This design comes from an exercise in tuning for small area and a short achievable clock period on the open sky130 flow, not from production work. At most, simulation tests tie the RTL to the original design; equivalence was not proved. The flow treats the clock pin as an ideal source, which a real chip does not have. Power is estimated from default activity; no workload was simulated.

alpha:
==> flow/design.v (excerpt) <==
module bus_slave (
    input  logic CLK,
    input  logic RSTN,
    input  logic B_UTIL,
    input  logic B_RW,
    input  logic B_BUS_IN,
    output logic S_ACK,
    output logic S_BUS_OUT,
    output logic S_BSY
);
    typedef enum logic [2:0] {
        ST_IDLE,
        ST_ADDR,
        ST_AACK,
        ST_WDATA,
        ST_WACK,
        ST_RDATA
    } state_t;
    state_t      state, state_d;
    logic [3:0]  cnt, cnt_d;
    logic        bsy_d, ack_d, bus_out_d;
    logic [7:0]  addr;       
    logic        ok, ok_d;   
    logic        rw;
    logic [7:0]  wd;         
    logic [7:0]  rd;         
    logic [2047:0] ring;     
    logic [7:0]    ph;       
    logic [7:0]    rp;       
    logic [7:0]    wq;       
    logic          wpend;    
    logic          mem_we;
    logic [3:0]    rlo;      
    logic [7:0]    rhi;      
    logic          rcap;     
    logic          rhit;     
    logic          wins;     
    logic [3:0]    wport;
    wire sel_bit = (cnt == 4'd12);
    always_comb begin
        state_d   = state;
        cnt_d     = cnt;
        ok_d      = ok;
        bus_out_d = 1'b0;
        mem_we    = 1'b0;
        case (state)
            ST_IDLE: begin
                if (B_UTIL) begin
                    cnt_d   = 4'd1;
                    state_d = ST_ADDR;
                end
            end
            ST_ADDR: begin
                if (!B_UTIL) begin
                    cnt_d   = '0;
  ...
Size: ~2,800 cells after synthesis, roughly 2,100 flip-flops, roughly 48,000 µm² of cells after synthesis.
clock: 4.0 ns
lec_check: 0
cap_margin: 20
core_margin: 2
core_utilization: 75
cts_buf_list: sky130_fd_sc_hd__clkbuf_8
cts_cluster_diameter: 60
cts_cluster_size: 16
setup_slack_margin: 2.0
slew_margin: 20
run.sh (not shown) runs the stock make flow with config.mk's settings and CLKGATE_MAP_FILE= SYNTH_SCRIPT=/design/flow/synth_recipe.tcl, a recipe that flattens the netlist after the stock synthesis.
Relative to alpha, the following input files were edited for beta:
# alpha
export LEC_CHECK = 0
export CAP_MARGIN = 20
export CORE_MARGIN = 2
export CORE_UTILIZATION = 75
export CTS_BUF_LIST = sky130_fd_sc_hd__clkbuf_8
export CTS_CLUSTER_DIAMETER = 60
export CTS_CLUSTER_SIZE = 16
export SETUP_SLACK_MARGIN = 2.0
export SLEW_MARGIN = 20
create_clock -name core_clock -period 4.0 [get_ports {CLK}]
# beta
export LEC_CHECK = 0
export CAP_MARGIN = 20
export CORE_MARGIN = 2
export CORE_UTILIZATION = 75
export SETUP_SLACK_MARGIN = 2.0
export SLEW_MARGIN = 20
create_clock -name core_clock -period 4.0 [get_ports {CLK}]
No run among alpha and beta stopped early or left any final violation; all are clean. When beta is measured against alpha, its final clock period utilization by the worst path turns out 2.4 points higher. As of beta, maximum achievable frequency had fallen by a few percent compared to alpha. Status: sequential-cell power consumption parity (alpha, beta). Compared with alpha, beta ends up with more cell area.
Function was not checked in any run of this note: the RTL went through the layout flow alone.

---

The RTL this note starts from:
==> flow/design.v <==
module bus_slave (
    input  logic CLK,
    input  logic RSTN,
    input  logic B_UTIL,
    input  logic B_RW,
    input  logic B_BUS_IN,
    output logic S_ACK,
    output logic S_BUS_OUT,
    output logic S_BSY
);
    logic       s_addr, s_aack, s_wdata, s_wack, s_rdata;
    logic [3:0] cnt;
    logic [7:0] addr;        
    logic       ok;          
    logic       rw;
    logic [7:0] wd;          
    logic [7:0] rd;          
    wire idle = !(s_addr || s_aack || s_wdata || s_wack || s_rdata);
    wire last = (s_addr && (cnt == 4'd15)) ||
                ((s_aack || s_wack) && (cnt[1:0] == 2'd3)) ||
                ((s_wdata || s_rdata) && (cnt[2:0] == 3'd7));
    wire e8     = (cnt == 4'd8);
    wire e12    = (cnt == 4'd12);
    wire ok_d   = s_addr ? ((ok || e8) && (B_BUS_IN ^ !e12)) : ok;
    wire aack_d = (B_UTIL && s_addr && last) || (s_aack && !last);
    wire wdata_d = (s_aack && last && ok && rw) || (B_UTIL && s_wdata && !last);
    wire wack_d = (B_UTIL && s_wdata && last) || (s_wack && !last);
    wire rdata_d = (s_aack && last && ok && !rw) || (s_rdata && !(B_UTIL && last));
    wire addr_d = B_UTIL && (idle || (s_addr && !last));
    wire inc    = (!last && (s_aack || s_wack)) ||
                  (B_UTIL && (idle || (!last && (s_addr || s_wdata || s_rdata))));
    wire stay_hi = !((s_aack && last && !ok) || (s_wack && last) || (s_rdata && last));
    wire stay_lo = (s_aack && !(last && !ok)) || (s_wack && !last) || s_rdata;
    wire bsy_d  = B_UTIL ? stay_hi : stay_lo;
    wire ack_d  = (s_wack && !last) || (s_aack && !last && ok) ||
                  (B_UTIL && ((s_wdata && last) || (s_addr && last && ok && !B_BUS_IN)));
    wire mem_we = s_wack && (cnt[1:0] == 2'd0);
    always_ff @(posedge CLK or negedge RSTN) begin
        if (!RSTN) begin
            s_addr    <= 1'b0;
            s_aack    <= 1'b0;
            s_wdata   <= 1'b0;
            s_wack    <= 1'b0;
            s_rdata   <= 1'b0;
            cnt       <= '0;
            S_BSY     <= 1'b0;
            S_ACK     <= 1'b0;
            S_BUS_OUT <= 1'b0;
        end else begin
            s_addr    <= addr_d;
            s_aack    <= aack_d;
            s_wdata   <= wdata_d;
            s_wack    <= wack_d;
            s_rdata   <= rdata_d;
            cnt       <= inc ? cnt + 4'd1 : 4'd0;
            S_BSY     <= bsy_d;
            S_ACK     <= ack_d;
            S_BUS_OUT <= s_rdata && B_UTIL && rd[cnt[2:0]];
        end
    end
    logic [2047:0] ring;     
    logic [7:0]    ph;       
    logic [7:0]    rp;       
    logic [5:0]    rlo6;     
    logic [3:0]    rhi4;
    logic [7:0]    wq;       
    logic          wpend;    
    logic [7:0]    rlo;      
    logic [3:0]    rhi;      
    logic          rcap;     
    logic          rhit;     
    logic [15:0]   wen;      
    logic          wins;     
    logic [7:0]    tq;
    logic          rcap_q, rhit_q;
    wire rwin_n = (s_addr && (cnt >= 4'd10)) || (s_aack && !cnt[1]);
    wire       wpend_n = mem_we || (wpend && !wins);
    wire [7:0] rp_n    = {rhi4 + 4'(rlo6[5:4]), rlo6[3:0]};    
    logic [7:0] tap;
    logic [7:0] grp [4];
    always_comb begin
        tap = '0;
        for (int h = 0; h < 4; h++) begin
            grp[h] = '0;
            for (int l = 0; l < 8; l++)
                grp[h] = grp[h] | ({8{rlo[l]}} & ring[64*(8*h + l) +: 8]);
            tap = tap | ({8{rhi[h]}} & grp[h]);
        end
    end
    always_ff @(posedge CLK) begin
        if (idle || (s_addr && !cnt[3])) addr <= {B_BUS_IN, addr[7:1]};
        ok <= ok_d;
        if (s_addr) rw <= B_RW;
        if (s_wdata) wd <= {B_BUS_IN, wd[7:1]};
        ph    <= ph + 8'd1;
        rlo6  <= 6'(addr[3:0]) + 6'(ph[3:0]) + 6'd3;
        rhi4  <= addr[7:4] + ph[7:4];
        rp    <= rp_n;
        wq    <= mem_we ? rp_n : wq + 8'd1;
        wpend <= wpend_n;
        rcap  <= rwin_n && (rp[2:0] == 3'd0);
        for (int i = 0; i < 8; i++) rlo[i] <= (rp[5:3] == 3'(i));
        for (int i = 0; i < 4; i++) rhi[i] <= (rp[7:6] == 2'(i));
        rhit  <= wpend && !wins && (rp == wq);
        for (int j = 0; j < 16; j++)
            wen[j] <= mem_we ? (rp == 8'(16 * j)) : (wpend && !wins && (wq == 8'(16 * j)));
        wins  <= mem_we ? (rp[3:0] == 4'd0) : (wpend && !wins && (wq[3:0] == 4'd0));
        tq     <= tap;
        rcap_q <= rcap;
        rhit_q <= rhit;
        if (rcap_q) rd <= rhit_q ? wd : tq;
    end
    always_ff @(posedge CLK) begin
        for (int s = 0; s < 256; s++) begin
            if ((s % 16 == 1) && wen[s / 16])
                ring[8*s +: 8] <= wd;
            else
                ring[8*s +: 8] <= ring[8*((s + 255) % 256) +: 8];
        end
    end
endmodule
export LEC_CHECK = 0
export CAP_MARGIN = 20
export CORE_MARGIN = 2
export CORE_UTILIZATION = 70
export SETUP_SLACK_MARGIN = 2.4
export SLEW_MARGIN = 20
create_clock -name core_clock -period 4.0 [get_ports {CLK}]
standard.sh (not shown) runs the stock make flow with config.mk's settings and CLKGATE_MAP_FILE= SYNTH_SCRIPT=/design/flow/synth_recipe.tcl, a recipe that flattens the netlist after the stock synthesis.
==> flow/flow/run.sh <==
#!/bin/bash
# The standard layout with a faster clock tree: clock tree synthesis builds
# clkbuf_8 leaf buffers as usual, then flow/post_cts.tcl turns its root and its
# first tree level into inverters (four root inverters fed by the clock port).
# flow/pre_cts.tcl keeps the output port buffers at their placement size.
set -euo pipefail
here=$(pwd)
export CTS_ARGS="-sink_clustering_enable -repair_clock_nets -dont_use_dummy_load -sink_clustering_size 16 -sink_clustering_max_diameter 60 -buf_list {sky130_fd_sc_hd__clkbuf_8 sky130_fd_sc_hd__clkbuf_16} -root_buf sky130_fd_sc_hd__clkbuf_16 -tree_buf sky130_fd_sc_hd__clkbuf_16 -sink_clustering_buffer sky130_fd_sc_hd__clkbuf_8"
export PRE_CTS_TCL="$here/flow/pre_cts.tcl"
export POST_CTS_TCL="$here/flow/post_cts.tcl"
bash standard.sh > "$here/standard_flow.log" 2>&1
==> flow/flow/pre_cts.tcl <==
# Runs before clock tree synthesis (PRE_CTS_TCL). Keeps the buffers on the output
# ports at the size the placement step gave them (buf_2): later timing repair
# tends to upsize them, and a larger buffer's input load slows the flip-flop that
# drives it by more than the larger buffer gains.
foreach port {S_ACK S_BUS_OUT S_BSY} {
  foreach pin [get_pins -of_objects [get_nets -of_objects [get_ports $port]]] {
    set inst [get_cells -of_objects $pin]
    puts "pre_cts: dont_touch [get_full_name $inst] ([get_property $inst ref_name])"
    set_dont_touch $inst
  }
}
Other scripts of this flow, unchanged in this note and not shown: flow/flow/post_cts.tcl
The starting point did not get past clock tree synthesis (4_1_cts).
Then changed:
==> flow/flow/run.sh (replaced) <==
#!/bin/bash
# The standard layout with a faster clock tree: clock tree synthesis builds
# clkbuf_8 leaf buffers as usual, then flow/post_cts.tcl turns its root and its
# first tree level into inverters (four root inverters fed by the clock port).
set -euo pipefail
here=$(pwd)
export CTS_ARGS="-sink_clustering_enable -repair_clock_nets -sink_clustering_size 16 -sink_clustering_max_diameter 60 -buf_list {sky130_fd_sc_hd__clkbuf_8 sky130_fd_sc_hd__clkbuf_16} -root_buf sky130_fd_sc_hd__clkbuf_16 -tree_buf sky130_fd_sc_hd__clkbuf_16 -sink_clustering_buffer sky130_fd_sc_hd__clkbuf_8"
export POST_CTS_TCL="$here/flow/post_cts.tcl"
bash standard.sh > "$here/standard_flow.log" 2>&1
removed: flow/flow/pre_cts.tcl
After rerunning:
- Now the flow passed the timing, design-rule and antenna checks
- area after synthesis stays the same
- synthesized cell count is unchanged
Then changed:
==> flow/flow/run.sh (replaced) <==
#!/bin/bash
# The standard layout with a faster clock tree: clock tree synthesis builds
# clkbuf_8 leaf buffers as usual, then flow/post_cts.tcl turns its root and its
# first tree level into inverters (four root inverters fed by the clock port).
# flow/pre_cts.tcl sets the output port buffers to buf_2 and keeps them so.
set -euo pipefail
here=$(pwd)
export CTS_ARGS="-sink_clustering_enable -repair_clock_nets -dont_use_dummy_load -sink_clustering_size 16 -sink_clustering_max_diameter 60 -buf_list {sky130_fd_sc_hd__clkbuf_8 sky130_fd_sc_hd__clkbuf_16} -root_buf sky130_fd_sc_hd__clkbuf_16 -tree_buf sky130_fd_sc_hd__clkbuf_16 -sink_clustering_buffer sky130_fd_sc_hd__clkbuf_8"
export PRE_CTS_TCL="$here/flow/pre_cts.tcl"
export POST_CTS_TCL="$here/flow/post_cts.tcl"
bash standard.sh > "$here/standard_flow.log" 2>&1
==> flow/flow/pre_cts.tcl (new file) <==
# Runs before clock tree synthesis (PRE_CTS_TCL). Sets the buffers on the output
# ports to buf_2 and keeps them so: later timing repair tends to upsize them, and
# a larger buffer's input load slows the flip-flop that drives it by more than the
# larger buffer gains on the 0.01 pF port load.
set block [ord::get_db_block]
set buf2 [[ord::get_db] findMaster sky130_fd_sc_hd__buf_2]
foreach port {S_ACK S_BUS_OUT S_BSY} {
  set net [[$block findBTerm $port] getNet]
  foreach it [$net getITerms] {
    set inst [$it getInst]
    puts "pre_cts: [$inst getName] [[$inst getMaster] getName] -> buf_2, dont_touch"
    $inst swapMaster $buf2
    $inst setDoNotTouch 1
  }
}
After rerunning:
- The new run went through all stages and came out clean
- routed wire length drops by 0.32%
- cell area falls by 0.52%
- global-route usage shrinks by 0.11 points

-- port drivers added, routing unchanged --
The flow's constraints put no driver on any port. The routed layouts listed below were extracted and timed again, unchanged, in two steps. Step 1: set_driving_cell puts a clkbuf_16 on CLK and a buf_2 on each other input, an assumption about the parent block. Step 2, shift: input delay + t, output delay - t, t = (earliest + latest rising clock arrival at the registers) / 2. This alone moves slack from input paths to output paths. Slacks: no drivers / after step 1 / after step 2; pairs: no drivers / after step 1.
run	t, ns	slack for setup (ns)	hold WS [ns]	slew at the worst register clock pin (ns)
alpha	0.852	1.873 / 1.807 / 1.478	0.296 / 0.282 / 0.296	0.11 / 0.11
beta	0.847	1.777 / 1.777 / 1.247	0.308 / 0.308 / 0.308	0.09 / 0.09
the second run of note 2	0.577	2.312 / 2.089 / 2.159	0.313 / 0.313 / 0.313	0.10 / 0.10
the third run of note 2	0.555	2.318 / 2.119 / 2.146	0.281 / 0.281 / 0.281	0.10 / 0.10
After both steps every run listed still meets setup and hold. For beta, which loses most, drivers alone change the setup slack by 0.000 ns; drivers and shift together by -0.530 ns.
